What follows belongs to an exercise in optimizing a design on an open flow for small area; a production flow would make more cautious choices. In this exercise RTL edits were held to simulation tests only and were not proved equivalent to the original. No activity file was given, so power comes from the tool's default toggle rates. The flow treats the clock pin as an ideal source, which a real chip does not have.

File: config.mk
export PLATFORM = sky130hd
export DESIGN_NAME = msix_shim_top
export DESIGN_NICKNAME = msix_shim_top
export VERILOG_FILES = /design/flow/design.v
export SDC_FILE = /design/flow/constraint.sdc
export NUM_CORES = 4
export LEC_CHECK = 0
export CAP_MARGIN = 20
export CORE_MARGIN = 2
export CORE_UTILIZATION = 40
export SLEW_MARGIN = 20
File: constraint.sdc
create_clock -name core_clock -period 4.5 [get_ports {clk}]
set_input_delay 0.9000 -clock core_clock [delete_from_list [all_inputs] [get_ports {clk}]]
set_output_delay 0.9000 -clock core_clock [all_outputs]
set_load 0.01 [all_outputs]
File: design.v
`default_nettype none
package msix_pkg;
    localparam int HDR_W  = 64;
    localparam int DATA_W = 64;
    localparam int BEAT_W = HDR_W + DATA_W;
    typedef enum logic [7:0] {
        KIND_MRD  = 8'h00,
        KIND_MWR  = 8'h40,
        KIND_CPL  = 8'h4a,
        KIND_INTR = 8'h30
    } kind_t;
    localparam logic [3:0] CPL_OK          = 4'h0;
    localparam logic [3:0] CPL_UNSUPPORTED = 4'h1;
    typedef struct packed {
        kind_t       kind;
        logic [3:0]  bar;
        logic [3:0]  length;
        logic [7:0]  tag;
        logic [39:0] addr;
    } req_hdr_t;
    typedef struct packed {
        kind_t       kind;
        logic [15:0] vector;
        logic [39:0] rsvd;
    } intr_hdr_t;
    typedef union packed {
        req_hdr_t  req;
        intr_hdr_t intr;
    } hdr_word_u;
endpackage
`default_nettype wire
`timescale 1ns/1ps
`default_nettype none
module msix_shim_top #(
    parameter int TABLE_SIZE    = 8,
    parameter int TABLE_OFFSET  = 32'h2000,
    parameter int MSIX_BAR      = 0,
    parameter int BAR_LOG2_SIZE = 14
) (
    input  logic                        clk,
    input  logic                        rst_n,
    input  logic                        rx_in_valid,
    output logic                        rx_in_ready,
    input  logic [msix_pkg::BEAT_W-1:0] rx_in_data,
    input  logic                        rx_in_last,
    output logic                        rx_out_valid,
    input  logic                        rx_out_ready,
    output logic [msix_pkg::BEAT_W-1:0] rx_out_data,
    output logic                        rx_out_last,
    input  logic                        tx_in_valid,
    output logic                        tx_in_ready,
    input  logic [msix_pkg::BEAT_W-1:0] tx_in_data,
    input  logic                        tx_in_last,
    output logic                        tx_out_valid,
    input  logic                        tx_out_ready,
    output logic [msix_pkg::BEAT_W-1:0] tx_out_data,
    output logic                        tx_out_last
);
    logic [1023:0] ring;
    logic [4:0]    phase;
    logic          clearing;
    logic          rx_sop;
    logic          tx_sop;
    logic          half;        
    logic [31:0] st31, st30, st1, st0;
    assign st31 = ring[1023:992];
    assign st30 = ring[991:960];
    assign st1  = ring[63:32];
    assign st0  = ring[31:0];
    logic [7:0] rx_kind;
    logic [3:0] rx_len;
    logic [4:0] rx_w;
    logic       is_tbl, is_wr, len2, form_ok, ph_w, ph_pair;
    logic       wr_now, wr_acc, cpl_go;
    assign rx_kind = rx_in_data[63:56];
    assign rx_len  = rx_in_data[51:48];
    assign rx_w    = rx_in_data[6:2];
    assign is_tbl  = rx_sop && (rx_kind[7] == 1'b0) && (rx_kind[5:0] == 6'd0) &&
                     (rx_in_data[55:52] == 4'd0) &&
                     (rx_in_data[13:7] == 7'b1000000);
    assign is_wr   = rx_kind[6];
    assign len2    = (rx_len == 4'd2);
    assign form_ok = (rx_len == 4'd1) || (len2 && !rx_in_data[2]);
    assign ph_w    = (phase == rx_w);
    assign ph_pair = (phase[4:1] == rx_w[4:1]);
    assign wr_now = rx_in_valid && is_tbl && is_wr && form_ok && !clearing &&
                    (len2 ? (ph_pair && (!phase[0] || half)) : ph_w);
    assign wr_acc = len2 ? phase[0] : 1'b1;
    assign cpl_go = rx_in_valid && is_tbl && !is_wr && !clearing && ph_w && tx_sop;
    assign rx_out_valid = rx_in_valid && !is_tbl;
    assign rx_out_data  = rx_in_data;
    assign rx_out_last  = rx_in_last;
    assign rx_in_ready = !is_tbl ? rx_out_ready :
                         is_wr   ? (!form_ok || (wr_now && wr_acc)) :
                                   (cpl_go && tx_out_ready);
    logic       is_intr, vec_big, intr_slot, intr_go;
    assign is_intr   = tx_sop && (tx_in_data[63:56] == 8'h30);
    assign vec_big   = |tx_in_data[55:43];
    assign intr_slot = !clearing && !wr_now && (phase == {tx_in_data[42:40], 2'b10});
    assign intr_go   = intr_slot && !vec_big && !st30[0] && !cpl_go;
    assign tx_in_ready = is_intr ? (vec_big || (intr_slot && (st30[0] || (!cpl_go && tx_out_ready))))
                                 : (!cpl_go && tx_out_ready);
    assign tx_out_valid = cpl_go || (tx_in_valid && (is_intr ? intr_go : !cpl_go));
    always_comb begin
        if (cpl_go) begin
            tx_out_data = {(form_ok && len2) ? st30 : 32'h0,
                           form_ok ? st31 : 32'h0,
                           8'h4a, 3'b000, !form_ok, rx_in_data[51:0]};
            tx_out_last = 1'b1;
        end else if (is_intr) begin
            tx_out_data = {32'h0, st31, 8'h40, 4'h0, 4'd1, 8'h00, st0[7:0], st1};
            tx_out_last = 1'b1;
        end else begin
            tx_out_data = tx_in_data;
            tx_out_last = tx_in_last;
        end
    end
    always_ff @(posedge clk) begin
        if (!rst_n) begin
            phase    <= 5'd0;
            clearing <= 1'b1;
            rx_sop   <= 1'b1;
            tx_sop   <= 1'b1;
            half     <= 1'b0;
        end else begin
            half  <= wr_now && len2 && !phase[0];
            phase <= phase + 5'd1;
            if (phase == 5'd31) clearing <= 1'b0;
            if (rx_in_valid && rx_in_ready) rx_sop <= rx_in_last;
            if (tx_in_valid && tx_in_ready) tx_sop <= tx_in_last;
        end
    end
    logic [31:0] ring_in;
    always_comb begin
        if (wr_now)
            ring_in = (len2 && phase[0]) ? rx_in_data[127:96] : rx_in_data[95:64];
        else if (clearing)
            ring_in = 32'h0;
        else
            ring_in = st31;
    end
    always_ff @(posedge clk) begin
        ring <= {ring[991:0], ring_in};
    end
endmodule
`default_nettype wire
File: run.sh
#!/bin/bash
# synth_recipe.tcl (not shown) runs the flow's synth.tcl, then flattens the netlist and writes it again
# the make line also repeats each setting of config.mk as NAME=value (left out here)
make -C /OpenROAD-flow-scripts/flow DESIGN_CONFIG=/design/flow/config.mk WORK_HOME=/design/flow/orfs CLKGATE_MAP_FILE= SYNTH_SCRIPT=/design/flow/synth_recipe.tcl finish
==> Flow_metrics.wiki, run 1 <==
{| class="wikitable"
! Metric !! Value
|-
| Pwr/cell area || roughly 530 nW/um2
|-
| Startpoint of the worst-slack reg-to-reg timing path || phase[2]$_SDFF_PN0_
|-
| Net count of the finished layout || approximately 2.4k
|-
| Yosys warns || 1
|-
| Hold Crit Class || reg -> reg
|-
| Maximum buffer depth of the clock tree || 3
|-
| Fraction of the yosys area taken by sequential cells || 83.7%
|-
| Antenna Violating Nets Remaining || 0
|-
| Maximum achievable frequency || approximately 230 MHz
|-
| Post-route fraction of the period consumed by the critical path || between 90% and 100%
|-
| Height of the die || about 250 um
|-
| Max-cap violations || 0
|-
| Worst slew slack as a fraction of its limit || around 40%
|-
| Clock-pin transition on the worst setup and hold timing paths || about 0.060 ns
|-
| Flop and latch count out of synthesis || a little over 1k
|-
| Max-slew violation count || 0
|-
| Wire length per cell after detailed routing || approximately 17 um
|-
| Post-route non-filler standard cell count || 2991
|-
| Register-to-register path setup slack || 2.00 ns
|-
| Net count after synthesis || approximately 1.9k
|-
| Iteration-0 DRC count of the detailed router || between 400 and 500
|-
| Total die area || roughly 64000 um2
|-
| Hold Crit Endpoint || ring[266]$_DFF_P_
|-
| Count of TritonRoute iterations in the first routing pass || 4
|-
| Starting density of the core || approximately two fifths
|-
| Number of global-route vias before repair || between 10k and 15k
|-
| Quantity of hold-fixing buffers added after cts || 0
|-
| # clock sinks || about 1.0k
|-
| Horizontal die dimension || between 200 and 300 um
|-
| Pin count of the biggest net entering global routing || 38
|-
| Crit path capture type || primary output
|-
| # port buffers || around 530
|-
| Number of hold-slack violations in the final timing report || 0
|-
| Transition at the pin with the smallest max-transition slack || between 0.8 and 0.9 ns
|-
| Fraction of final layout cells sized beyond drive strength 1 || about an eighth
|-
| Number of distinct library cells after synthesis || a little under 50
|-
| Crit path kind || in -> out
|-
| Global-route total usage across every layer || between 10% and 20%
|-
| EDFF count, synth || 0
|-
| Run status || finished clean
|-
| Core Box Area || between 60000 and 70000 um2
|-
| Global-route congestion overflow total || 0
|-
| Final critical delay including setup and external delays || ~4.4 ns
|-
| Global-route wire length before repair || ~77000 um
|-
| Number of instances on the worst hold path || 0
|-
| Total detailed-routing wirelength || 51400 um
|-
| Final worst hold slack || ~0.30 ns
|-
| Critical path arrival || 3.47 ns
|-
| Final routed DRC violation total || 0
|-
| Static Leakage || 0.0141 uW
|-
| Predominant post-synthesis flop cell || dfxtp_1
|-
| Worst voltage drop across the vdd grid || ~0.00027 V
|-
| Synthesized instance count || around 1.6k
|-
| Number of buffers created by CTS || between 90 and 100
|-
| Length in cells of the worst reg-to-reg path || 8
|-
| Data required time at the worst endpoint || about 3.6 ns
|-
| Endpoints failing setup || 0
|-
| Critical R2R Capture || ring[17]$_DFF_P_
|-
| Setup crit start kind || input pin
|-
| Hold Path Origin || ring[234]$_DFF_P_
|-
| Placed Instances || 2813
|-
| H-Tree Level Count || 3
|-
| Avg Synthesized Cell Area || 15.2 um2
|-
| Share of async-settable or async-resettable flops after synthesis || 0%
|-
| Final core area utilization || a little over half
|-
| CTS Root Cell || clkbuf_16
|-
| Cell row count || a little over 90
|-
| Post-DP HPWL || 34800 um
|-
| Highest net fanout along the worst path || 9
|-
| Number of vias per cell after detailed routing || about 4.2
|-
| CTS tree || yes
|-
| Post-synthesis instance area || around 25000 um2
|-
| Total power || roughly 18000 uW
|-
| Worst clock skew || between 0.02 and 0.025 ns
|-
| Clk latency of the worst-skew pair || 0.63 ns
|-
| Vias after detailed routing || approximately 13k
|-
| Layout area overhead || 35.4%
|-
| GP Congestion || 0.874
|-
| Boundary pin count || around 530
|-
| Antenna violations before repair || 6
|}
[layout make-up]
class	instances	area, um2
Clock inverter	30	459
Tap cell	790	988
Fill cell	4981	27900
Timing Repair Buffer	586	5670
Clock buffer	133	2720
Sequential cell	1033	20700
Multi-Input combinational cell	413	2920
Inverter	3	11.3
Antenna cell	3	7.51
[metrics by stage]
stage / setup slack, ns / instance area, um2 / TNS (ns)
2_1_floorplan: 0.913 / 24700 / 0
3_3_place_gp: -0.509 / 30300 / -48.90
3_5_place_dp: -0.565 / 30300 / -51.93
4_1_cts: 0.0188 / 33400 / 0
5_1_grt: -0.00698 / 33400 / -0.00698
6_report: 0.129 / 33500 / 0
[critical path, stage by stage]
cell and delay, ns:
clkdlybuf4s50_1 0.48, nor4_4 0.25, nand4_1 0.13, buf_4 0.17, or4_4 0.48, buf_6 0.15
mux2i_4 0.18, buf_4 0.14, buf_6 0.12, buf_16 0.15, a22o_1 0.18, buf_2 0.13
[metal layers]
metal  vias up  wire length [um]  global-route usage (%)
met1      5814             23800                    21.1
li1       6233                 -                       -
met4         2              1670                    7.22
met3       108              2970                    3.99
met2       442             22900                    25.0
met5         -                 9                       0
[worst max path at each step]
stage / start / to / cells after the start
final: rx_in_data[8] / tx_out_data[91] / 12
after global routing: rx_in_data[58] / tx_out_data[64] / 12
after CTS: rx_in_data[48] / tx_out_valid / 8
after detailed placement: rx_in_data[60] / tx_out_data[112] / 10
after global placement: rx_in_data[60] / tx_out_data[103] / 10
after floorplan: rx_in_data[56] / tx_out_data[100] / 8
[Yosys cell counts, types with 2 or more instances]
master | instances | share of area, %
o21ai_0 | 28 | 0.57
nor4_2 | 2 | 0.10
nor3b_1 | 2 | 0.061
nor3_1 | 3 | 0.061
buf_4 | 132 | 4.0
xor2_1 | 3 | 0.11
dfxtp_1 | 1033 | 84
a21oi_1 | 36 | 0.73
and3_1 | 8 | 0.20
nand2b_1 | 5 | 0.13
nor4b_2 | 3 | 0.18
buf_6 | 5 | 0.23
buf_1 | 5 | 0.076
and2_1 | 5 | 0.13
ha_1 | 3 | 0.15
nand2_1 | 33 | 0.50
nand4_1 | 5 | 0.13
o21ai_1 | 7 | 0.14
nor2b_1 | 10 | 0.25
buf_2 | 4 | 0.081
a22o_1 | 64 | 2.3
nor2_1 | 44 | 0.67
nor4_1 | 3 | 0.076
nand3_1 | 48 | 0.97
clkbuf_1 | 29 | 0.44
inv_1 | 2 | 0.030
xnor2_1 | 7 | 0.25
mux2i_1 | 74 | 3.0
[what timing repair did]
item,in CTS,in global routing
setup buffers,7,3
pin swaps,4,3
endpoints found under the setup margin,125,35
cloned,2,0
gates resized for setup,233,17
[cell usage in the layout (no fill, tap or decap), drive strengths merged, types with 6 or more instances in the layout]
cell / netlist / routed
dfxtp: 1033 / 1033
clkdlybuf4s50: 0 / 391
clkbuf: 29 / 133
buf: 146 / 91
dlygate4sd2: 0 / 90
mux2i: 75 / 75
a22o: 64 / 64
nand3: 48 / 48
nor2: 44 / 44
a21oi: 36 / 36
o21ai: 35 / 35
nand2: 33 / 33
clkinv: 1 / 15
nor2b: 10 / 10
dlymetal6s2s: 0 / 9
and3: 8 / 8
bufinv: 0 / 8
xnor2: 7 / 7
and2: 7 / 7
inv: 2 / 6
[state kept, by name, summed over array words and instances (netlist names)]
name and cells:
half 1, rx_sop 1, tx_sop 1, ring 1024, phase 5, clearing 1
[cells by family after synthesis]
| family | count (synthesis) | share of synthesized area, % |
|---|---|---|
| AO/OA/AOI/OAI | 145 | 4.07 |
| multiplexers | 75 | 3.05 |
| adder cells (fa/ha/maj) | 3 | 0.152 |
| flip-flops | 1033 | 83.7 |
| AND/OR/NAND/NOR | 180 | 3.77 |
| XOR/XNOR | 10 | 0.355 |
| buffers and inverters | 178 | 4.88 |
[report_power, final]
| part | leakage [uW] | total (uW) | switching (uW) | internal [uW] |
|---|---|---|---|---|
| clock network | 0.00155 | 7930 | 3250 | 4680 |
| registers | 0.00832 | 9150 | 5.18 | 9150 |
| logic | 0.00420 | 684 | 249 | 435 |
==> run 2: changes to the inputs <==
--- a/config.mk
+++ b/config.mk
@@ -8,4 +8,5 @@
 export CAP_MARGIN = 20
 export CORE_MARGIN = 2
 export CORE_UTILIZATION = 40
+export CTS_BUF_LIST = sky130_fd_sc_hd__clkbuf_4 sky130_fd_sc_hd__clkbuf_8
 export SLEW_MARGIN = 20
==> Flow_metrics.wiki, run 2 <==
{| class="wikitable"
! Metric !! Value
|-
| Highest-count cells in the layout ignoring fill and taps || 1033 x dfxtp_1, 388 x clkdlybuf4s50_1, 190 x clkbuf_8, 88 x dlygate4sd2_1, 74 x mux2i_1
|-
| Register-to-register path setup slack || 1.98 ns (-0.02 ns)
|-
| Sequence of cells on the critical path || clkdlybuf4s15_1 > nor4b_4 > buf_4 > nand4_1 > buf_4 > or4_4 > buf_6 > mux2i_4 > buf_4 > buf_6 > buf_16 > a22o_1 > buf_2
|-
| Synthesized instance count || 1624 (unchanged)
|-
| Worst voltage drop across the vdd grid || 0.000201 V (-27%)
|-
| Library cell occupying the most area in the post-synthesis netlist || dfxtp_1
|-
| CTS Root Cell || clkbuf_8
|-
| Wire length per cell after detailed routing || 16.8 um (-2.4%)
|-
| Max-cap violations || 0 (unchanged)
|-
| Crit path capture type || primary output
|-
| Total buffers and inverters traversed by the critical path || 8 (+1)
|-
| Global-route wire length before repair || 77800 um (+1.7%)
|-
| Finished layout cell area || 33500 um2 (+0.18%)
|-
| Yosys warns || 1 (unchanged)
|-
| Final core area utilization || 54.6% (+0.098 points)
|-
| Share of power burned in registers || 52.3% (+0.8 points)
|-
| Post-DP HPWL || 34800 um (unchanged)
|-
| Avg Synthesized Cell Area || 15.2 um2 (unchanged)
|-
| Critical R2R Capture || ring[17]$_DFF_P_
|-
| Pwr/cell area || 522 nW/um2 (-1.7%)
|-
| Static Leakage || 0.0143 uW (+1.4%)
|-
| Endpoints failing setup || 0 (unchanged)
|-
| Worst path max stage delay || 0.59 ns (+0.11 ns)
|-
| Post-layout worst setup margin || 0.143 ns (+0.0138 ns)
|-
| Most common library cell in the layout ignoring fill and taps || dfxtp_1
|-
| Int Power || 13900 uW (-2.5%)
|-
| Total die area || 63800 um2 (unchanged)
|-
| Cell row count || 91 (unchanged)
|-
| Number of flip-flops in the largest register || 1024 (unchanged)
|-
| Final critical delay including setup and external delays || 4.36 ns (-0.0138 ns)
|-
| Total detailed-routing wirelength || 51900 um (+0.97%)
|-
| Area after detailed placement || 30300 um2 (unchanged)
|-
| Number of vias per cell after detailed routing || 4.17 (-0.97%)
|-
| Worst clock skew || 0.0362 ns (+0.0129 ns)
|-
| # port buffers || 525 (unchanged)
|-
| Net count of the finished layout || 2454 (+2.5%)
|-
| Layout area overhead || 35.7%
|-
| Worst Setup SP || rx_in_data[13]
|-
| Vias after detailed routing || 12.9k (+2.4%)
|-
| Flop and latch count out of synthesis || 1033 (unchanged)
|-
| Number of buffers created by CTS || 150 (+65%)
|-
| Final routed DRC violation total || 0 (unchanged)
|-
| Horizontal die dimension || 253 um (unchanged)
|-
| Height of the die || 253 um (unchanged)
|-
| Final worst hold slack || 0.301 ns (-0.00148 ns)
|-
| Run status || finished clean
|-
| Transition at the pin with the smallest max-transition slack || 0.889 ns (-0.00659 ns)
|-
| Clk latency of the worst-skew pair || 0.77 ns (+0.14 ns)
|-
| EDFF count, synth || 0 (unchanged)
|-
| Max-slew violation count || 0 (unchanged)
|-
| Number of hold-slack violations in the final timing report || 0 (unchanged)
|-
| Length in cells of the worst reg-to-reg path || 8 (unchanged)
|-
| Global-route congestion overflow total || 0 (unchanged)
|-
| Maximum buffer depth of the clock tree || 3 (unchanged)
|-
| Antenna violations before repair || 7 (+1)
|-
| Startpoint of the worst-slack reg-to-reg timing path || phase[2]$_SDFF_PN0_
|-
| Starting density of the core || 40.2% (unchanged)
|-
| Core Box Area || 61400 um2 (unchanged)
|-
| Maximum achievable frequency || 230 MHz (+0.32%)
|-
| Most flop-heavy register || ring
|-
| Crit path kind || in -> out
|-
| Logic gate share of total power || 3.9% (about the same)
|-
| Net count after synthesis || 1891 (unchanged)
|-
| Top cell by count, worst path || buf_4
|-
| Hold Path Origin || ring[596]$_DFF_P_
|-
| Post-synthesis instance area || 24700 um2 (unchanged)
|-
| RSZ-0062 raised after global routing || no
|-
| Number of distinct library cells after synthesis || 49 (unchanged)
|-
| Pin count of the biggest net entering global routing || 38 (unchanged)
|-
| Antenna Violating Nets Remaining || 0 (unchanged)
|-
| Clock-pin transition on the worst setup and hold timing paths || 0.06 ns (about the same)
|-
| Share of async-settable or async-resettable flops after synthesis || 0% (unchanged)
|-
| Clk network pwr share || 43.8% (-0.8 points)
|-
| Critical path arrival || 3.46 ns (about the same)
|-
| Most used standard cell by instance count after synthesis || dfxtp_1
|-
| Post-route fraction of the period consumed by the critical path || 96.8% (-0.31 points)
|-
| Fraction of final layout cells sized beyond drive strength 1 || 16.5% (+4.7 points)
|-
| Fraction of the yosys area taken by sequential cells || 83.7% (unchanged)
|-
| Worst slew slack as a fraction of its limit || 40.5% (+0.44 points)
|-
| Hold Crit Class || reg -> reg
|-
| Iteration-0 DRC count of the detailed router || 424 (-11%)
|-
| H-Tree Level Count || 4 (+1)
|-
| CTS tree || yes
|-
| Synth top area cells || dfxtp_1 84%, buf_4 4.0%, mux2i_1 3.0%
|-
| Highest net fanout along the worst path || 9 (unchanged)
|-
| Total negative setup slack || 0 ns (unchanged)
|-
| Setup WS pre-CTS || -0.565 ns (unchanged)
|-
| Count of TritonRoute iterations in the first routing pass || 4 (unchanged)
|-
| Predominant post-synthesis flop cell || dfxtp_1
|-
| Switching power share of the total || 20.5% (+0.77 points)
|-
| Data required time at the worst endpoint || 3.60 ns (about the same)
|-
| Number of global-route vias before repair || 13.6k (+3.3%)
|-
| GP Congestion || 0.874 (unchanged)
|-
| Leading cell types by count after synthesis || 1033 x dfxtp_1, 132 x buf_4, 74 x mux2i_1
|-
| Global-route total usage across every layer || 16.4% (+0.35 points)
|-
| Dominant delay contributor by cell family on the critical path || buffers and inverters
|-
| Number of instances on the worst hold path || 0 (unchanged)
|-
| Setup crit start kind || input pin
|-
| Slowest cell on the critical path || or4_4
|-
| # clock sinks || 1033 (unchanged)
|-
| Area share of the largest cell type after synthesis || 83.7% (unchanged)
|-
| Hold Crit Endpoint || ring[628]$_DFF_P_
|-
| Net switching component of the power || 3580 uW (+2.3%)
|-
| Boundary pin count || 526 (unchanged)
|-
| Quantity of hold-fixing buffers added after cts || 0 (unchanged)
|-
| Biggest regs || ring (1024), phase (5)
|}
==> run 2: cell count changes in the layout (fill, tap and decap cells not counted), moves of 5 or more <==
cell       change
clkbuf_4      +44
inv_8          +5
clkbuf_16     -93
bufinv_16      -6
clkbuf_1      -16
clkinv_2       +6
clkbuf_8     +166
==> run 2: worst max-delay path by stage <==
stage | endpoint | cells past startpoint
global route | tx_out_data[64] | 13
CTS | tx_out_valid | 8
detailed placement | tx_out_data[112] | 10
global placement | tx_out_data[103] | 10
floorplan | tx_out_data[100] | 8
finish | tx_out_data[91] | 13
==> run 2: logic make-up (layout without fill, tap and decap cells) <==
kind of cell | Yosys count | after routing | share of synthesized area, %
compound gates | 145 | 145 | 4.07
xor+xnor | 10 | 10 | 0.355
fa+ha+maj | 3 | 3 | 0.152
buf+inv | 178 | 853 | 4.88
flops | 1033 | 1033 | 83.7
mux | 75 | 75 | 3.05
other cells | 0 | 4 | 0
simple gates | 180 | 180 | 3.77
==> run 2: area by class of cell <==
type / instances / area [um2]
antenna: 4 / 10.0
clock buffer: 234 / 2950
clock inverter: 30 / 302
fill: 4959 / 27900
inverter: 3 / 11.3
multi-input combinational: 413 / 2910
sequential: 1033 / 20700
tap: 790 / 988
timing repair buffer: 586 / 5670
==> run 2: per-stage QoR <==
stage / std cells / total power (uW)
after CTS: 3086 / 17800
final: 3093 / 17500
after global placement: 2813 / 10100
after detailed placement: 2813 / 10100
after floorplan: 1624 / 9610
after global routing: 3090 / 18200
==> run 2: power by group through the flow <==
| stage | logic (uW) | registers (uW) | clock network, uW |
|---|---|---|---|
| finish | 682 | 9150 | 7650 |
| global route | 723 | 9150 | 8340 |
| CTS | 687 | 9150 | 7920 |
| detailed placement | 727 | 9350 | 0 |
| global placement | 728 | 9350 | 0 |
| floorplan | 255 | 9350 | 0 |
==> run 2: worst register-to-register path, stage by stage, from the launching register on <==
cell	delay, ns
dfxtp_1	0.44
xnor2_1	0.15
nand3_1	0.13
buf_4	0.17
a311oi_2	0.26
buf_4	0.19
nand3_4	0.34
o21ai_0	0.55
buf_4	0.22
==> run 2: timing repair <==
item	4_1_cts	5_1_grt
resized for setup	233	24
buffers inserted	7	3
cloned	2	0
pin swaps	3	6
endpoints found under the setup margin	125	36
==> run 2: layer usage <==
metal | vias up | GRT usage [%] | part of all wire [%]
met5 | - | 0 | 0.017
met1 | 5979 | 21.0 | 46
met2 | 448 | 25.8 | 46
li1 | 6383 | - | -
met3 | 90 | 5.36 | 5.9
met4 | 2 | 6.27 | 2.0
==> run 3: changes to the inputs <==
--- a/config.mk
+++ b/config.mk
@@ -8,5 +8,6 @@
 export CAP_MARGIN = 20
 export CORE_MARGIN = 2
 export CORE_UTILIZATION = 40
-export CTS_BUF_LIST = sky130_fd_sc_hd__clkbuf_4 sky130_fd_sc_hd__clkbuf_8
+export CTS_CLUSTER_DIAMETER = 100
+export CTS_CLUSTER_SIZE = 30
 export SLEW_MARGIN = 20
==> Flow_metrics.wiki, run 3 <==
{| class="wikitable"
! Metric !! Value
|-
| Run status || finished clean
|-
| H-Tree Level Count || 2 (-2)
|-
| Post-DP HPWL || 34800 um (unchanged)
|-
| Most used standard cell by instance count after synthesis || dfxtp_1
|-
| Setup WS pre-CTS || -0.565 ns (unchanged)
|-
| Total negative setup slack || 0 ns (unchanged)
|-
| Net count after synthesis || 1891 (unchanged)
|-
| Most common library cell in the layout ignoring fill and taps || dfxtp_1
|-
| Count of TritonRoute iterations in the first routing pass || 4 (unchanged)
|-
| EDFF count, synth || 0 (unchanged)
|-
| Switching power share of the total || 19.8% (-0.72 points)
|-
| Predominant post-synthesis flop cell || dfxtp_1
|-
| Max-slew violation count || 0 (unchanged)
|-
| Library cell occupying the most area in the post-synthesis netlist || dfxtp_1
|-
| Share of power burned in registers || 65.4% (+13 points)
|-
| Layout area overhead || 26.9%
|-
| Synth top area cells || dfxtp_1 84%, buf_4 4.0%, mux2i_1 3.0%
|-
| Starting density of the core || 40.2% (unchanged)
|-
| Core Box Area || 61400 um2 (unchanged)
|-
| Clk latency of the worst-skew pair || 0.59 ns (-0.18 ns)
|-
| Data required time at the worst endpoint || 3.60 ns (about the same)
|-
| Fraction of final layout cells sized beyond drive strength 1 || 7.60% (-8.9 points)
|-
| Synthesized instance count || 1624 (unchanged)
|-
| Biggest regs || ring (1024), phase (5)
|-
| Maximum achievable frequency || 229 MHz (-0.38%)
|-
| Filler cell count in the final layout || 5133 (+3.5%)
|-
| Post-synthesis instance area || 24700 um2 (unchanged)
|-
| Worst clock skew || 0.0235 ns (-0.0127 ns)
|-
| Vias after detailed routing || 12.2k (-5.5%)
|-
| Most flop-heavy register || ring
|-
| Post-layout worst setup margin || 0.126 ns (-0.0167 ns)
|-
| Crit path capture type || primary output
|-
| Number of distinct library cells after synthesis || 49 (unchanged)
|-
| Final routed DRC violation total || 0 (unchanged)
|-
| Boundary pin count || 526 (unchanged)
|-
| Quantity of hold-fixing buffers added after cts || 0 (unchanged)
|-
| Pwr/cell area || 446 nW/um2 (-15%)
|-
| Critical path arrival || 3.47 ns (about the same)
|-
| Number of hold-slack violations in the final timing report || 0 (unchanged)
|-
| Horizontal die dimension || 253 um (unchanged)
|-
| Endpoints failing setup || 0 (unchanged)
|-
| Number of flip-flops in the largest register || 1024 (unchanged)
|-
| Highest net fanout along the worst path || 9 (unchanged)
|-
| Register-to-register path setup slack || 2.00 ns (+0.02 ns)
|-
| Final critical delay including setup and external delays || 4.37 ns (+0.0167 ns)
|-
| Leading cell types by count after synthesis || 1033 x dfxtp_1, 132 x buf_4, 74 x mux2i_1
|-
| Iteration-0 DRC count of the detailed router || 456 (+7.5%)
|-
| Maximum buffer depth of the clock tree || 3 (unchanged)
|-
| Net count of the finished layout || 2344 (-4.5%)
|-
| Final worst hold slack || 0.322 ns (+0.0211 ns)
|-
| Number of global-route vias before repair || 12.6k (-7.4%)
|-
| Transition at the pin with the smallest max-transition slack || 0.889 ns (+0.000499 ns)
|-
| Height of the die || 253 um (unchanged)
|-
| Total detailed-routing wirelength || 49600 um (-4.4%)
|-
| Avg Synthesized Cell Area || 15.2 um2 (unchanged)
|-
| Net switching component of the power || 2760 uW (-23%)
|-
| Number of vias per cell after detailed routing || 4.25 (+1.8%)
|-
| Clk network pwr share || 29.7% (-14 points)
|-
| GP Congestion || 0.874 (unchanged)
|-
| Worst voltage drop across the vdd grid || 0.000233 V (+16%)
|-
| Flop and latch count out of synthesis || 1033 (unchanged)
|-
| Yosys warns || 1 (unchanged)
|-
| Int Power || 11200 uW (-19%)
|-
| Wire length per cell after detailed routing || 17.3 um (+3.0%)
|-
| Worst slew slack as a fraction of its limit || 40.5% (about the same)
|-
| Fraction of the yosys area taken by sequential cells || 83.7% (unchanged)
|-
| Global-route total usage across every layer || 15.3% (-1.1 points)
|-
| Area share of the largest cell type after synthesis || 83.7% (unchanged)
|-
| Number of buffers created by CTS || 40 (-73%)
|-
| Highest-count cells in the layout ignoring fill and taps || 1033 x dfxtp_1, 391 x clkdlybuf4s50_1, 90 x dlygate4sd2_1, 74 x mux2i_1, 63 x a22o_1
|-
| CTS Root Cell || clkbuf_16
|-
| Placed Instances || 2813 (unchanged)
|-
| Post-route non-filler standard cell count || 2872 (-7.1%)
|-
| Static Leakage || 0.0130 uW (-8.6%)
|-
| Pin count of the biggest net entering global routing || 38 (unchanged)
|-
| Hold Crit Class || reg -> reg
|-
| Total power || 14000 uW (-20%)
|-
| Max-cap violations || 0 (unchanged)
|-
| # clock sinks || 1033 (unchanged)
|-
| Global-route congestion overflow total || 0 (unchanged)
|-
| Share of async-settable or async-resettable flops after synthesis || 0% (unchanged)
|-
| Cell row count || 91 (unchanged)
|-
| Global-route wire length before repair || 73600 um (-5.4%)
|-
| Antenna violations before repair || 7 (unchanged)
|-
| Crit path kind || in -> out
|-
| Logic gate share of total power || 4.9% (+1.0 points)
|-
| Setup crit start kind || input pin
|-
| # port buffers || 525 (unchanged)
|-
| Total die area || 63800 um2 (unchanged)
|-
| Post-route fraction of the period consumed by the critical path || 97.2% (+0.37 points)
|-
| Clock-pin transition on the worst setup and hold timing paths || 0.10 ns (+0.04 ns)
|-
| CTS tree || yes
|-
| Antenna Violating Nets Remaining || 0 (unchanged)
|}
[run 3: cell counts after synthesis]
Identical to the previous run, type by type.
[run 3: power groups by stage]
stage / combinational (uW) / clock [uW] / sequential, uW
after floorplan: 255 / 0 / 9350
after global placement: 728 / 0 / 9350
after detailed placement: 727 / 0 / 9350
after CTS: 687 / 4330 / 9140
after global routing: 725 / 4650 / 9150
final: 684 / 4150 / 9140
[run 3: per-layer routing]
layer  track usage, %  wire [um]  up-vias
met5                0         23        -
met4             5.05       1450        4
met3             3.41       2590       83
met2             24.6      22300      382
met1             20.6      23200     5664
li1                 -          -     6063
[run 3: kinds of logic (layout without fill, tap and decap cells)]
group	Yosys count	after routing	share of synthesized area, %
adder cells (fa/ha/maj)	3	3	0.152
flip-flops	1033	1033	83.7
other	0	3	0
buffers and inverters	178	633	4.88
multiplexers	75	75	3.05
AND/OR/NAND/NOR	180	180	3.77
AO/OA/AOI/OAI	145	145	4.07
XOR/XNOR	10	10	0.355
[run 3: final timing paths]
kind,from,end,cells past startpoint
setup / recovery,rx_in_data[55],tx_out_data[95],13
hold / removal,ring[338]$_DFF_P_,ring[370]$_DFF_P_,0
setup reg to reg,phase[2]$_SDFF_PN0_,ring[17]$_DFF_P_,8
hold reg to reg,ring[338]$_DFF_P_,ring[370]$_DFF_P_,0
[run 3: area by class of cell]
class | instances | area (um2) | area share, %
sequential | 1033 | 20700 | 66.0
timing repair buffer | 586 | 5670 | 18.1
multi-input combinational | 413 | 2920 | 9.30
clock buffer | 40 | 1000 | 3.19
tap | 790 | 988 | 3.15
clock inverter | 4 | 65.1 | 0.208
inverter | 3 | 11.3 | 0.0359
antenna | 3 | 7.51 | 0.0240
[run 3: through the flow]
stage	cell area (um2)	utilization [%]
final	31300	51.1
after global placement	30300	49.3
after detailed placement	30300	49.3
after floorplan	24700	-
after global routing	31300	51.1
after CTS	31200	50.9
[run 3: critical path, stage by stage]
cell and delay [ns]:
clkdlybuf4s15_1 0.23, nor4b_4 0.37, buf_4 0.17, nand4_1 0.09, buf_4 0.17, or4_4 0.48
buf_6 0.15, mux2i_4 0.18, buf_4 0.14, buf_6 0.12, buf_16 0.15, a22o_1 0.18
buf_2 0.13
[run 3: timing repair]
item                                    4_1_cts  5_1_grt
cloned                                        2        0
buffers inserted                              7        3
endpoints found under the setup margin      125       36
gates resized for setup                     233       17
pin swaps                                     4        3
==> run 4: changes to the inputs <==
==> flow/run.sh (new file) <==
#!/bin/bash
set -euo pipefail
source flow/knobs.sh
CTS_ARGS_V="-sink_clustering_enable -repair_clock_nets -dont_use_dummy_load"
[[ -n "${CTS_SIZE:-}" ]] && CTS_ARGS_V+=" -sink_clustering_size ${CTS_SIZE}"
[[ -n "${CTS_DIAM:-}" ]] && CTS_ARGS_V+=" -sink_clustering_max_diameter ${CTS_DIAM}"

bash standard.sh \
  BUFFER_PORTS_ARGS="-buffer_cell sky130_fd_sc_hd__buf_1" \
  CTS_ARGS="${CTS_ARGS_V}" \
  finish > make_finish.log 2>&1
==> flow/knobs.sh (new file) <==
CTS_SIZE=30; CTS_DIAM=100
==> standard.sh (new file) <==
#!/bin/bash
# synth_recipe.tcl (not shown) runs the flow's synth.tcl, then flattens the netlist and writes it again
# the make line also repeats each setting of config.mk as NAME=value (left out here)
make -C /OpenROAD-flow-scripts/flow DESIGN_CONFIG=/design/flow/config.mk WORK_HOME=/design/flow/orfs CLKGATE_MAP_FILE= SYNTH_SCRIPT=/design/flow/synth_recipe.tcl "${@:-finish}"
--- a/config.mk
+++ b/config.mk
@@ -8,6 +8,4 @@
 export CAP_MARGIN = 20
 export CORE_MARGIN = 2
 export CORE_UTILIZATION = 40
-export CTS_CLUSTER_DIAMETER = 100
-export CTS_CLUSTER_SIZE = 30
 export SLEW_MARGIN = 20
removed: run.sh
==> Flow_metrics.wiki, run 4 <==
{| class="wikitable"
! Metric !! Value
|-
| Highest-count cells in the layout ignoring fill and taps || 1033 x dfxtp_1, 522 x buf_1, 74 x mux2i_1, 64 x a22o_1, 47 x nand3_1
|-
| Maximum buffer depth of the clock tree || 3 (unchanged)
|-
| Critical R2R Capture || tx_sop$_SDFFE_PN1P_
|-
| Met3 WL post-DR || 2590 um (about the same)
|-
| Total detailed-routing wirelength || 46400 um (-6.5%)
|-
| Post-DP HPWL || 32500 um (-6.5%)
|-
| Global-route total usage across every layer || 14.1% (-1.2 points)
|-
| EDFF count, synth || 0 (unchanged)
|-
| H-Tree Level Count || 2 (unchanged)
|-
| Crit path capture type || primary output
|-
| Yosys warns || 1 (unchanged)
|-
| Worst voltage drop across the vdd grid || 0.000295 V (+26%)
|-
| Routed length on met2 || 20400 um (-8.5%)
|-
| Setup WS pre-CTS || 0.229 ns (+0.794 ns)
|-
| Layout area overhead || 12.5%
|-
| Crit path kind || in -> out
|-
| Hold Crit Endpoint || ring[711]$_DFF_P_
|-
| Slowest cell on the critical path || or4_4
|-
| Fraction of final layout cells sized beyond drive strength 1 || 4.26% (-3.3 points)
|-
| RSZ-0062 raised after global routing || no
|-
| Static Leakage || 0.0111 uW (-15%)
|-
| Most common library cell in the layout ignoring fill and taps || dfxtp_1
|-
| Predominant post-synthesis flop cell || dfxtp_1
|-
| Global-route congestion overflow total || 0 (unchanged)
|-
| Post-synthesis instance area || 24700 um2 (unchanged)
|-
| Synthesized instance count || 1624 (unchanged)
|-
| Worst path max stage delay || 0.69 ns (+0.21 ns)
|-
| Biggest regs || ring (1024), phase (5)
|-
| DRT met1 WL || 22000 um (-5.3%)
|-
| Number of vias per cell after detailed routing || 4.28 (+0.87%)
|-
| Pin count of the biggest net entering global routing || 87 (+130%)
|-
| Net count after synthesis || 1891 (unchanged)
|-
| Post-layout worst setup margin || 0.242 ns (+0.116 ns)
|-
| Worst slew slack as a fraction of its limit || 55.3% (+15 points)
|-
| Count of TritonRoute iterations in the first routing pass || 4 (unchanged)
|-
| Starting density of the core || 40.2% (unchanged)
|-
| Worst clock skew || 0.0496 ns (+0.0261 ns)
|-
| Number of hold-slack violations in the final timing report || 0 (unchanged)
|-
| Max-slew violation count || 0 (unchanged)
|-
| Most used standard cell by instance count after synthesis || dfxtp_1
|-
| Final worst hold slack || 0.305 ns (-0.0177 ns)
|-
| GP Congestion || 0.912 (+4.3%)
|-
| Clock-pin transition on the worst setup and hold timing paths || 0.10 ns (about the same)
|-
| Maximum achievable frequency || 235 MHz (+2.7%)
|-
| Length in cells of the worst reg-to-reg path || 7 (-1)
|-
| Final routed DRC violation total || 0 (unchanged)
|-
| Critical path arrival || 3.36 ns (-0.11 ns)
|-
| Highest net fanout along the worst path || 14 (+5)
|-
| Total die area || 63800 um2 (unchanged)
|-
| Flop and latch count out of synthesis || 1033 (unchanged)
|-
| Count of inserted antenna diode cells || 0 (-3)
|-
| Antenna violations before repair || 1 (-6)
|-
| Number of buffers added for setup after CTS || 0 (-7)
|-
| CTS tree || yes
|-
| Library cell occupying the most area in the post-synthesis netlist || dfxtp_1
|-
| Boundary pin count || 526 (unchanged)
|-
| Horizontal die dimension || 253 um (unchanged)
|-
| Cell row count || 91 (unchanged)
|-
| Startpoint of the worst-slack reg-to-reg timing path || rx_sop$_SDFFE_PN1P_
|-
| Number of global-route vias before repair || 11.8k (-6.7%)
|-
| Transition at the pin with the smallest max-transition slack || 0.669 ns (-0.221 ns)
|-
| Wire length per cell after detailed routing || 16.4 um (-5.1%)
|-
| Total buffers and inverters traversed by the critical path || 4 (-4)
|-
| Data required time at the worst endpoint || 3.60 ns (about the same)
|-
| Vias after detailed routing || 12.1k (-0.57%)
|-
| Leading cell types by count after synthesis || 1033 x dfxtp_1, 132 x buf_4, 74 x mux2i_1
|-
| Height of the die || 253 um (unchanged)
|-
| Pwr/cell area || 490 nW/um2 (+9.8%)
|-
| Max-cap violations || 0 (unchanged)
|-
| Hold Path Origin || ring[679]$_DFF_P_
|-
| Global-route wire length before repair || 68100 um (-7.4%)
|-
| Number of buffers created by CTS || 40 (unchanged)
|-
| Quantity of hold-fixing buffers added after cts || 0 (unchanged)
|-
| Sequence of cells on the critical path || buf_1 > nor4b_2 > buf_4 > nand4_1 > or4_4 > mux2i_4 > buf_4 > a22o_1 > buf_1
|-
| Highest metal layer with signal wires || met5
|-
| Core Box Area || 61400 um2 (unchanged)
|-
| Register-to-register path setup slack || 1.94 ns (-0.06 ns)
|-
| Endpoints failing setup || 0 (unchanged)
|-
| Number of distinct library cells after synthesis || 49 (unchanged)
|-
| Antenna Violating Nets Remaining || 0 (unchanged)
|-
| Resized Gates After CTS || 0 (-100%)
|-
| Most flop-heavy register || ring
|-
| Fraction of the yosys area taken by sequential cells || 83.7% (unchanged)
|-
| Share of async-settable or async-resettable flops after synthesis || 0% (unchanged)
|-
| Final critical delay including setup and external delays || 4.26 ns (-0.116 ns)
|-
| Avg Synthesized Cell Area || 15.2 um2 (unchanged)
|-
| Number of instances on the worst hold path || 0 (unchanged)
|-
| Net count of the finished layout || 2310 (-1.5%)
|-
| # port buffers || 525 (unchanged)
|-
| Area share of the largest cell type after synthesis || 83.7% (unchanged)
|-
| Post-route fraction of the period consumed by the critical path || 94.6% (-2.6 points)
|-
| Hold Crit Class || reg -> reg
|-
| Setup crit start kind || input pin
|-
| # clock sinks || 1033 (unchanged)
|-
| Placed Instances || 2791 (-0.78%)
|-
| Number of flip-flops in the largest register || 1024 (unchanged)
|-
| Synth top area cells || dfxtp_1 84%, buf_4 4.0%, mux2i_1 3.0%
|-
| Run status || finished clean
|-
| Iteration-0 DRC count of the detailed router || 519 (+14%)
|-
| Total negative setup slack || 0 ns (unchanged)
|-
| Post-route non-filler standard cell count || 2831 (-1.4%)
|-
| CTS Root Cell || clkbuf_16
|-
| Clk latency of the worst-skew pair || 0.59 ns (about the same)
|-
| Dominant delay contributor by cell family on the critical path || simple AND/OR/NAND/NOR gates
|}
==> run 4: changes by cell type in the layout (fill, tap and decap cells not counted), sizes merged, moves of 4 or more <==
cell           change
buf              +461
dlymetal6s2s       -9
clkdlybuf4s15      -4
dlygate4sd2       -90
clkdlybuf4s50    -391
==> run 4: layout make-up <==
| type | count | area [um2] |
|---|---|---|
| Sequential cell | 1033 | 20700 |
| Clock buffer | 40 | 1000 |
| Multi-Input combinational cell | 413 | 2850 |
| Timing Repair Buffer | 552 | 2250 |
| Inverter | 3 | 11.3 |
| Fill cell | 5435 | 33600 |
| Tap cell | 790 | 988 |
==> run 4: worst reg2reg max path: stages, from the launching register on <==
cell and delay (ns):
dfxtp_1 0.34, nor4b_2 0.27, nand4_1 0.29, or4_4 0.69
buf_12 0.24, a21bo_2 0.28, o311ai_1 0.16, mux2i_1 0.23
==> run 4: layer usage <==
metal | up-vias | track usage [%]
li1 | 5963 | -
met4 | 2 | 5.49
met3 | 78 | 2.73
met5 | - | 0
met1 | 5669 | 19.4
met2 | 415 | 22.1
==> run 4: through the flow <==
| stage | area [um2] | util, % | total power [uW] |
|---|---|---|---|
| finish | 27800 | 45.3 | 13600 |
| global placement | 26800 | 43.6 | 9760 |
| detailed placement | 26800 | 43.6 | 9760 |
| global route | 27800 | 45.3 | 14100 |
| floorplan | 24700 | - | 9610 |
| CTS | 27800 | 45.3 | 13800 |
==> run 4: kinds of logic (layout without fill, tap and decap cells) <==
logic type	count (synthesis)	in the layout	share of synthesized area, %
buffers and inverters	178	595	4.88
muxes	75	75	3.05
and+or+nand+nor	180	180	3.77
xor gates and xnor gates	10	10	0.355
AOI/OAI and AO/OA	145	145	4.07
adders and majority gates	3	3	0.152
DFF	1033	1033	83.7
==> run 4: worst max path at each step <==
stage / start / endpoint / slack (ns) / depth (start not counted)
floorplan: rx_in_data[56] / tx_out_data[100] / 0.91 / 8
global placement: rx_in_data[60] / tx_out_data[111] / 0.24 / 9
detailed placement: rx_in_data[60] / tx_out_data[116] / 0.23 / 9
CTS: rx_in_data[60] / tx_out_data[104] / 0.22 / 9
global route: rx_in_data[60] / tx_out_data[104] / 0.15 / 9
finish: rx_in_data[60] / tx_out_data[72] / 0.24 / 9
==> run 4: report_power, final <==
| part | switching, uW | leakage (uW) | internal [uW] |
|---|---|---|---|
| clock network | 2440 | 0.000493 | 1610 |
| registers | 5.32 | 0.00832 | 9140 |
| logic | 242 | 0.00232 | 168 |
==> run 5: changes to the inputs <==
--- a/config.mk
+++ b/config.mk
@@ -7,5 +7,6 @@
 export LEC_CHECK = 0
 export CAP_MARGIN = 20
 export CORE_MARGIN = 2
-export CORE_UTILIZATION = 40
+export CORE_UTILIZATION = 60
+export PLACE_DENSITY = 0.7
 export SLEW_MARGIN = 20
==> Flow_metrics.wiki, run 5 <==
{| class="wikitable"
! Metric !! Value
|-
| Number of instances on the worst hold path || 0 (unchanged)
|-
| Global-route wire length before repair || 61700 um (-9.5%)
|-
| Main combinational cell family by area after synthesis || buffers and inverters
|-
| Predominant post-synthesis flop cell || dfxtp_1
|-
| Maximum buffer depth of the clock tree || 3 (unchanged)
|-
| CTS tree || yes
|-
| Number of flip-flops in the largest register || 1024 (unchanged)
|-
| Length in cells of the worst reg-to-reg path || 6 (-1)
|-
| CTS Root Cell || clkbuf_16
|-
| Static Leakage || 0.0110 uW (-0.86%)
|-
| Data required time at the worst endpoint || 3.60 ns (about the same)
|-
| # port buffers || 525 (unchanged)
|-
| Global-route total usage across every layer || 19.2% (+5.1 points)
|-
| Met3 WL post-DR || 1810 um (-30%)
|-
| Most used standard cell by instance count after synthesis || dfxtp_1
|-
| Worst path max stage delay || 0.69 ns (about the same)
|-
| Sequence of cells on the critical path || buf_1 > nor4b_2 > nand4_1 > or4_4 > and2_4 > a22o_1 > buf_1
|-
| Critical path arrival || 3.25 ns (-0.11 ns)
|-
| Antenna Violating Nets Remaining || 0 (unchanged)
|-
| Antenna violations before repair || 1 (unchanged)
|-
| Share of async-settable or async-resettable flops after synthesis || 0% (unchanged)
|-
| Fraction of final layout cells sized beyond drive strength 1 || 3.45% (-0.81 points)
|-
| Endpoints failing setup || 0 (unchanged)
|-
| EDFF count, synth || 0 (unchanged)
|-
| Wire length per cell after detailed routing || 16.9 um (+3.1%)
|-
| Hold Crit Class || reg -> reg
|-
| Post-DP HPWL || 29900 um (-8.0%)
|-
| Arithmetic-cell share of the synthesized area counting full adders, half adders and majority gates || 0.152% (unchanged)
|-
| Number of buffers created by CTS || 40 (unchanged)
|-
| Share of power burned in registers || 67.4% (+0.2 points)
|-
| Fraction of the yosys area taken by sequential cells || 83.7% (unchanged)
|-
| Pin count of the biggest net entering global routing || 91 (+4.6%)
|-
| Stages on the worst setup path || 7 (-2)
|-
| Total die area || 42800 um2 (-33%)
|-
| Highest metal layer with signal wires || met5
|-
| Setup crit start kind || input pin
|-
| Highest net fanout along the worst path || 66 (+52)
|-
| Net count of the finished layout || 2297 (-0.56%)
|-
| Routed length on met2 || 19400 um (-4.9%)
|-
| Starting density of the core || 60.6% (+20 points)
|-
| Avg Synthesized Cell Area || 15.2 um2 (unchanged)
|-
| Clk network pwr share || 29.6% (-0.2 points)
|-
| Total negative setup slack || 0 ns (unchanged)
|-
| Switching power share of the total || 19.5% (-0.25 points)
|-
| Max-slew violation count || 0 (unchanged)
|-
| Flop and latch count out of synthesis || 1033 (unchanged)
|-
| Final critical delay including setup and external delays || 4.15 ns (-0.112 ns)
|-
| Maximum achievable frequency || 241 MHz (+2.7%)
|-
| Net count after synthesis || 1891 (unchanged)
|-
| H-Tree Level Count || 2 (unchanged)
|-
| Slowest cell on the critical path || or4_4
|-
| Number of hold-slack violations in the final timing report || 0 (unchanged)
|-
| Count of TritonRoute iterations in the first routing pass || 4 (unchanged)
|-
| Yosys warns || 1 (unchanged)
|-
| Core Box Area || 40700 um2 (-34%)
|-
| Highest-count cells in the layout ignoring fill and taps || 1033 x dfxtp_1, 525 x buf_1, 74 x mux2i_1, 64 x a22o_1, 47 x nand3_1
|-
| Top cell by count, worst path || buf_1
|-
| Area share of the largest cell type after synthesis || 83.7% (unchanged)
|-
| Filler cell count in the final layout || 2992 (-45%)
|-
| Crit path kind || in -> out
|-
| Synth top area cells || dfxtp_1 84%, buf_4 4.0%, mux2i_1 3.0%
|-
| GP Congestion || 0.897 (-1.6%)
|-
| DRT met1 WL || 21000 um (-4.2%)
|-
| Fraction of the mapped netlist area in compound gates || 4.07% (unchanged)
|-
| Crit path capture type || primary output
|-
| Total buffers and inverters traversed by the critical path || 2 (-2)
|-
| RSZ-0062 raised after global routing || no
|-
| Worst slew slack as a fraction of its limit || 40.3% (-15 points)
|-
| Global-route congestion overflow total || 0 (unchanged)
|-
| Transition at the pin with the smallest max-transition slack || 0.895 ns (+0.227 ns)
|-
| Pwr/cell area || 497 nW/um2 (+1.4%)
|-
| Worst clock skew || 0.0349 ns (-0.0147 ns)
|-
| Synthesized instance count || 1624 (unchanged)
|-
| Clock-pin transition on the worst setup and hold timing paths || 0.10 ns (about the same)
|-
| Biggest regs || ring (1024), phase (5)
|-
| # clock sinks || 1033 (unchanged)
|-
| Cell row count || 74 (-19%)
|-
| Post-synthesis instance area || 24700 um2 (unchanged)
|-
| Library cell occupying the most area in the post-synthesis netlist || dfxtp_1
|-
| Int Power || 10900 uW (about the same)
|-
| Horizontal die dimension || 207 um (-18%)
|-
| Resized Gates After CTS || 0 (unchanged)
|-
| Worst voltage drop across the vdd grid || 0.000263 V (-11%)
|-
| Most common library cell in the layout ignoring fill and taps || dfxtp_1
|-
| Max-cap violations || 0 (unchanged)
|-
| Boundary pin count || 526 (unchanged)
|-
| Number of global-route vias before repair || 11.0k (-7.0%)
|-
| Vias after detailed routing || 12.1k (-0.53%)
|-
| Clk latency of the worst-skew pair || 0.56 ns (-0.03 ns)
|-
| Post-route fraction of the period consumed by the critical path || 92.1% (-2.5 points)
|-
| Fraction of synthesized area in multiplexers || 3.05% (unchanged)
|-
| Most flop-heavy register || ring
|-
| Height of the die || 207 um (-18%)
|-
| Logic gate share of total power || 2.9% (about the same)
|-
| Area fraction in and, or, nand and nor cells after synthesis || 3.77% (unchanged)
|-
| Number of distinct library cells after synthesis || 49 (unchanged)
|-
| Run status || finished clean
|-
| Number of buffers added for setup after CTS || 0 (unchanged)
|-
| Number of vias per cell after detailed routing || 4.71 (+10%)
|-
| Iteration-0 DRC count of the detailed router || 608 (+17%)
|-
| Layout area overhead || 10.5%
|-
| Final routed DRC violation total || 0 (unchanged)
|-
| Total detailed-routing wirelength || 43300 um (-6.7%)
|-
| Leading cell types by count after synthesis || 1033 x dfxtp_1, 132 x buf_4, 74 x mux2i_1
|-
| Final core area utilization || 67.0% (+22 points)
|-
| Synthesized-area fraction occupied by xor and xnor cells || 0.355% (unchanged)
|-
| Quantity of hold-fixing buffers added after cts || 0 (unchanged)
|-
| Net switching component of the power || 2640 uW (-1.6%)
|-
| Dominant delay contributor by cell family on the critical path || simple AND/OR/NAND/NOR gates
|}
-- run 5: power groups by stage --
stage,clock network [uW],logic [uW],registers [uW]
2_1_floorplan,0,255,9350
3_3_place_gp,0,391,9350
3_5_place_dp,0,393,9350
4_1_cts,4120,395,9140
5_1_grt,4440,430,9150
6_report,4020,395,9140
-- run 5: per-stage QoR --
step | power [uW] | area [um2] | setup slack (ns) | cells | hold slack [ns]
detailed placement | 9750 | 26300 | 0.347 | 2520 | 0.312
global route | 14000 | 27300 | 0.244 | 2560 | 0.285
CTS | 13700 | 27300 | 0.341 | 2560 | 0.290
floorplan | 9610 | 24700 | 0.913 | 1624 | 0.310
finish | 13600 | 27300 | 0.355 | 2561 | 0.288
global placement | 9750 | 26300 | 0.382 | 2520 | 0.310
-- run 5: worst paths after layout --
check | startpoint | to | slack, ns
max | rx_in_data[63] | tx_out_data[115] | 0.35
min | ring[129]$_DFF_P_ | ring[161]$_DFF_P_ | 0.29
min reg2reg | ring[129]$_DFF_P_ | ring[161]$_DFF_P_ | 0.29
max reg2reg | phase[2]$_SDFF_PN0_ | ring[19]$_DFF_P_ | 1.55
-- run 5: routing by layer --
layer,GRT usage (%),up-vias
li1,-,5941
met1,28.2,5711
met2,30.0,346
met3,2.76,63
met4,5.50,2
met5,0,-
-- run 5: final cells by class --
| cell class | count | area [um2] | share of cell area (%) |
|---|---|---|---|
| multi-input cells | 413 | 2840 | 10.4 |
| inverters | 3 | 11.3 | 0.0413 |
| well taps | 532 | 666 | 2.44 |
| flip-flops and latches | 1033 | 20700 | 75.8 |
| repair buffers | 539 | 2090 | 7.65 |
| clock buffers | 40 | 1000 | 3.67 |
| diodes | 1 | 2.50 | 0.00917 |
-- run 5: kinds of logic (layout without fill, tap and decap cells) --
logic type / after synthesis / in the layout
flip-flops: 1033 / 1033
XOR/XNOR: 10 / 10
other: 0 / 1
buffers and inverters: 178 / 582
AND/OR/NAND/NOR: 180 / 180
AO/OA/AOI/OAI: 145 / 145
multiplexers: 75 / 75
adder cells (fa/ha/maj): 3 / 3
==> run 6: changes to the inputs <==
--- a/flow/run.sh
+++ b/flow/run.sh
@@ -4,6 +4,7 @@
 CTS_ARGS_V="-sink_clustering_enable -repair_clock_nets -dont_use_dummy_load"
 [[ -n "${CTS_SIZE:-}" ]] && CTS_ARGS_V+=" -sink_clustering_size ${CTS_SIZE}"
 [[ -n "${CTS_DIAM:-}" ]] && CTS_ARGS_V+=" -sink_clustering_max_diameter ${CTS_DIAM}"
+[[ -n "${CTS_BUFS:-}" ]] && CTS_ARGS_V+=" -buf_list {${CTS_BUFS}}"
 
 bash standard.sh \
   BUFFER_PORTS_ARGS="-buffer_cell sky130_fd_sc_hd__buf_1" \
--- a/config.mk
+++ b/config.mk
@@ -5,6 +5,7 @@
 export SDC_FILE = /design/flow/constraint.sdc
 export NUM_CORES = 4
 export LEC_CHECK = 0
+export ABC_AREA = 1
 export CAP_MARGIN = 20
 export CORE_MARGIN = 2
 export CORE_UTILIZATION = 60
==> Flow_metrics.wiki, run 6 <==
{| class="wikitable"
! Metric !! Value
|-
| Share of async-settable or async-resettable flops after synthesis || 0% (unchanged)
|-
| Total die area || 43900 um2 (+2.7%)
|-
| Cell row count || 75 (+1.4%)
|-
| Layout area overhead || 10.3%
|-
| Number of buffers created by CTS || 40 (unchanged)
|-
| Net count of the finished layout || 2566 (+12%)
|-
| Core Box Area || 41900 um2 (+2.7%)
|-
| Flop and latch count out of synthesis || 1033 (unchanged)
|-
| Post-layout worst setup margin || 0.229 ns (-0.126 ns)
|-
| Predominant post-synthesis flop cell || dfxtp_1
|-
| Number of buffers added for setup after CTS || 0 (unchanged)
|-
| H-Tree Level Count || 2 (unchanged)
|-
| Worst voltage drop across the vdd grid || 0.000340 V (+29%)
|-
| Antenna violations before repair || 2 (+1)
|-
| Height of the die || 210 um (+1.3%)
|-
| Synth top area cells || dfxtp_1 82%, buf_4 3.8%, nand2_1 3.0%
|-
| Switching power share of the total || 20.0% (+0.53 points)
|-
| Iteration-0 DRC count of the detailed router || 887 (+46%)
|-
| Net switching component of the power || 2730 uW (+3.4%)
|-
| Endpoints failing setup || 0 (unchanged)
|-
| Static Leakage || 0.0113 uW (+2.6%)
|-
| Setup crit start kind || input pin
|-
| Clk latency of the worst-skew pair || 0.58 ns (+0.02 ns)
|-
| Synthesized instance count || 1897 (+17%)
|-
| Biggest regs || ring (1024), phase (5)
|-
| Post-synthesis instance area || 25400 um2 (+2.7%)
|-
| Pin count of the biggest net entering global routing || 106 (+16%)
|-
| Vias after detailed routing || 13.6k (+13%)
|-
| Fraction of the yosys area taken by sequential cells || 81.5% (-2.2 points)
|-
| Pwr/cell area || 488 nW/um2 (-1.8%)
|-
| Number of global-route vias before repair || 13.7k (+25%)
|-
| Count of TritonRoute iterations in the first routing pass || 5 (+1)
|-
| Clk network pwr share || 29.8% (+0.2 points)
|-
| Total negative setup slack || 0 ns (unchanged)
|-
| Highest net fanout along the worst path || 36 (-45%)
|-
| Total detailed-routing wirelength || 52900 um (+22%)
|-
| Horizontal die dimension || 210 um (+1.3%)
|-
| GP Congestion || 0.942 (+5.0%)
|-
| Combined flip-flop and latch cell area || 20700 um2 (unchanged)
|-
| Wire length per cell after detailed routing || 18.6 um (+10%)
|-
| Register-to-register path setup slack || 1.83 ns (+0.28 ns)
|-
| Number of distinct library cells after synthesis || 35 (-29%)
|-
| Worst clock skew || 0.0654 ns (+0.0305 ns)
|-
| Setup WS pre-CTS || 0.243 ns (-0.104 ns)
|-
| Net count after synthesis || 2164 (+14%)
|-
| Highest-count cells in the layout ignoring fill and taps || 1033 x dfxtp_1, 525 x buf_1, 199 x nand2_1, 106 x inv_1, 106 x nor2_1
|-
| Worst slew slack as a fraction of its limit || 50.0% (+9.7 points)
|-
| Data required time at the worst endpoint || 3.60 ns (about the same)
|-
| Final routed DRC violation total || 0 (unchanged)
|-
| Avg Synthesized Cell Area || 13.4 um2 (-12%)
|-
| CTS Root Cell || clkbuf_16
|-
| Filler cell count in the final layout || 3019 (+0.90%)
|-
| # clock sinks || 1033 (unchanged)
|-
| Share of power burned in registers || 67.0% (-0.4 points)
|-
| Hold Crit Class || reg -> reg
|-
| Global-route congestion overflow total || 0 (unchanged)
|-
| RSZ-0062 raised after global routing || no
|-
| Int Power || 10900 uW (about the same)
|-
| Global-route total usage across every layer || 23.8% (+4.5 points)
|-
| Clock-pin transition on the worst setup and hold timing paths || 0.11 ns (about the same)
|-
| Resized Gates After CTS || 0 (unchanged)
|-
| Leading cell types by count after synthesis || 1033 x dfxtp_1, 202 x nand2_1, 129 x buf_4
|-
| Final critical delay including setup and external delays || 4.27 ns (+0.126 ns)
|-
| Most common library cell in the layout ignoring fill and taps || dfxtp_1
|-
| Final core area utilization || 66.8% (-0.15 points)
|-
| Area share of the largest cell type after synthesis || 81.5% (-2.2 points)
|-
| CTS tree || yes
|-
| Crit path kind || in -> out
|-
| Most used standard cell by instance count after synthesis || dfxtp_1
|-
| Number of flip-flops in the largest register || 1024 (unchanged)
|-
| Logic gate share of total power || 3.2% (+0.3 points)
|-
| Multi-input gate area || 3080 um2 (+8.3%)
|-
| # port buffers || 525 (unchanged)
|-
| Yosys warns || 1 (unchanged)
|-
| Post-route fraction of the period consumed by the critical path || 94.9% (+2.8 points)
|-
| Crit path capture type || primary output
|-
| Number of hold-slack violations in the final timing report || 0 (unchanged)
|-
| Library cell occupying the most area in the post-synthesis netlist || dfxtp_1
|-
| Boundary pin count || 526 (unchanged)
|-
| Most flop-heavy register || ring
|-
| Max-cap violations || 0 (unchanged)
|-
| Run status || finished clean
|-
| Maximum achievable frequency || 234 MHz (-2.9%)
|-
| Antenna Violating Nets Remaining || 0 (unchanged)
|-
| Post-DP HPWL || 35800 um (+20%)
|-
| Number of vias per cell after detailed routing || 4.79 (+1.7%)
|-
| Quantity of hold-fixing buffers added after cts || 0 (unchanged)
|-
| Fraction of final layout cells sized beyond drive strength 1 || 4.40% (+0.95 points)
|-
| Maximum buffer depth of the clock tree || 3 (unchanged)
|-
| EDFF count, synth || 0 (unchanged)
|-
| Starting density of the core || 60.6% (about the same)
|-
| Transition at the pin with the smallest max-transition slack || 0.750 ns (-0.145 ns)
|-
| Global-route wire length before repair || 77600 um (+26%)
|-
| Max-slew violation count || 0 (unchanged)
|-
| Critical path arrival || 3.37 ns (+0.12 ns)
|}
-- run 6: changes by cell type in the layout (fill, tap and decap cells not counted), moves of 42 or more --
cell / previous run / this run
a22o_1: 64 / 1
nor2_1: 44 / 106
inv_1: 2 / 106
mux2i_1: 74 / 32
nand2_1: 32 / 199
o31ai_1: 0 / 65
-- run 6: area by class of cell --
cell class / count / share of cell area (%)
Inverter: 111 / 1.50
Timing Repair Buffer: 540 / 7.58
Antenna cell: 1 / 0.00895
Tap cell: 539 / 2.41
Clock buffer: 40 / 3.58
Sequential cell: 1033 / 73.9
Multi-Input combinational cell: 573 / 11.0
-- run 6: path summary, 6_finish.rpt --
path,from,endpoint,cells after the start
setup / recovery,rx_in_data[2],tx_out_data[40],12
hold / removal,ring[544]$_DFF_P_,ring[576]$_DFF_P_,0
setup reg to reg,phase[0]$_SDFF_PN0_,ring[2]$_DFF_P_,8
hold reg to reg,ring[544]$_DFF_P_,ring[576]$_DFF_P_,0
-- run 6: routing by layer --
metal | track usage [%] | share of wire, % | up-vias
met5 | 0 | 0.047 | -
li1 | - | - | 6612
met4 | 7.87 | 2.9 | 4
met2 | 40.1 | 48 | 489
met1 | 30.9 | 43 | 6365
met3 | 4.70 | 6.0 | 126
-- run 6: kinds of logic (layout without fill, tap and decap cells) --
logic type               count (synthesis)  count (layout)  synth area share (%)
buffers and inverters                  291             691                  6.42
AND/OR/NAND/NOR                        347             347                  5.57
AO/OA/AOI/OAI                          190             190                  5.06
XOR/XNOR                                 1               1                0.0345
flip-flops                            1033            1033                  81.5
adder cells (fa/ha/maj)                  3               3                 0.148
other                                    0               1                     0
multiplexers                            32              32                  1.26
-- run 6: power by group through the flow --
| stage | registers, uW | clock network [uW] | logic (uW) |
|---|---|---|---|
| after global placement | 9360 | 0 | 433 |
| after detailed placement | 9360 | 0 | 435 |
| after CTS | 9150 | 4160 | 440 |
| after global routing | 9150 | 4460 | 480 |
| after floorplan | 9350 | 0 | 275 |
| final | 9150 | 4060 | 441 |
-- run 6: metrics by stage --
stage	hold WS, ns	cells	cell area, um2	total power [uW]
3_5_place_dp	0.312	2796	27000	9790
6_report	0.286	2837	28000	13600
5_1_grt	0.297	2836	28000	14100
3_3_place_gp	0.310	2796	27000	9790
4_1_cts	0.289	2836	28000	13800
2_1_floorplan	0.310	1897	25400	9630
-- run 6: critical path, stage by stage --
cell	delay, ns
buf_1	0.22
inv_1	0.14
nand2_1	0.09
nand2_1	0.08
nand2_1	0.12
nor3_4	0.07
nand2_4	0.10
inv_4	0.06
nor2_8	0.54
inv_1	0.48
o21ai_0	0.35
buf_1	0.20

==> afterwards: timing with drivers on the ports <==
In the flow no input, the clock included, has a driving cell. The finished layouts below were timed again as built, in two steps.
Step 1 (the two cells are an assumption about what drives the block):
set clk [get_ports {clk}]
set_driving_cell -lib_cell sky130_fd_sc_hd__clkbuf_16 $clk
set_driving_cell -lib_cell sky130_fd_sc_hd__buf_2 [delete_from_list [all_inputs] $clk]
Step 2 times the ports against the registers' clock, not the clock port: input delays grow and output delays shrink by t, the midpoint of the rising clock arrivals with the driver on.
Slacks: no drivers / after step 1 / after step 2; pairs: no drivers / after step 1.
run	t (ns)	setup slack, ns	worst hold slack (ns)
run 1	0.679	0.129 / 0.106 / 0.106	0.303 / 0.303 / 0.303
run 2	0.806	0.143 / 0.117 / 0.117	0.301 / 0.301 / 0.301
run 3	0.641	0.126 / 0.105 / 0.105	0.322 / 0.322 / 0.322
run 4	0.624	0.242 / 0.220 / 0.220	0.305 / 0.305 / 0.305
run 5	0.595	0.355 / 0.334 / 0.334	0.288 / 0.288 / 0.288
run 6	0.605	0.229 / 0.197 / 0.197	0.286 / 0.286 / 0.286
After both steps setup and hold are still met in every run listed. The setup slack of run 6, which loses most, moves by -0.032 ns with the drivers and by -0.032 ns with both steps.
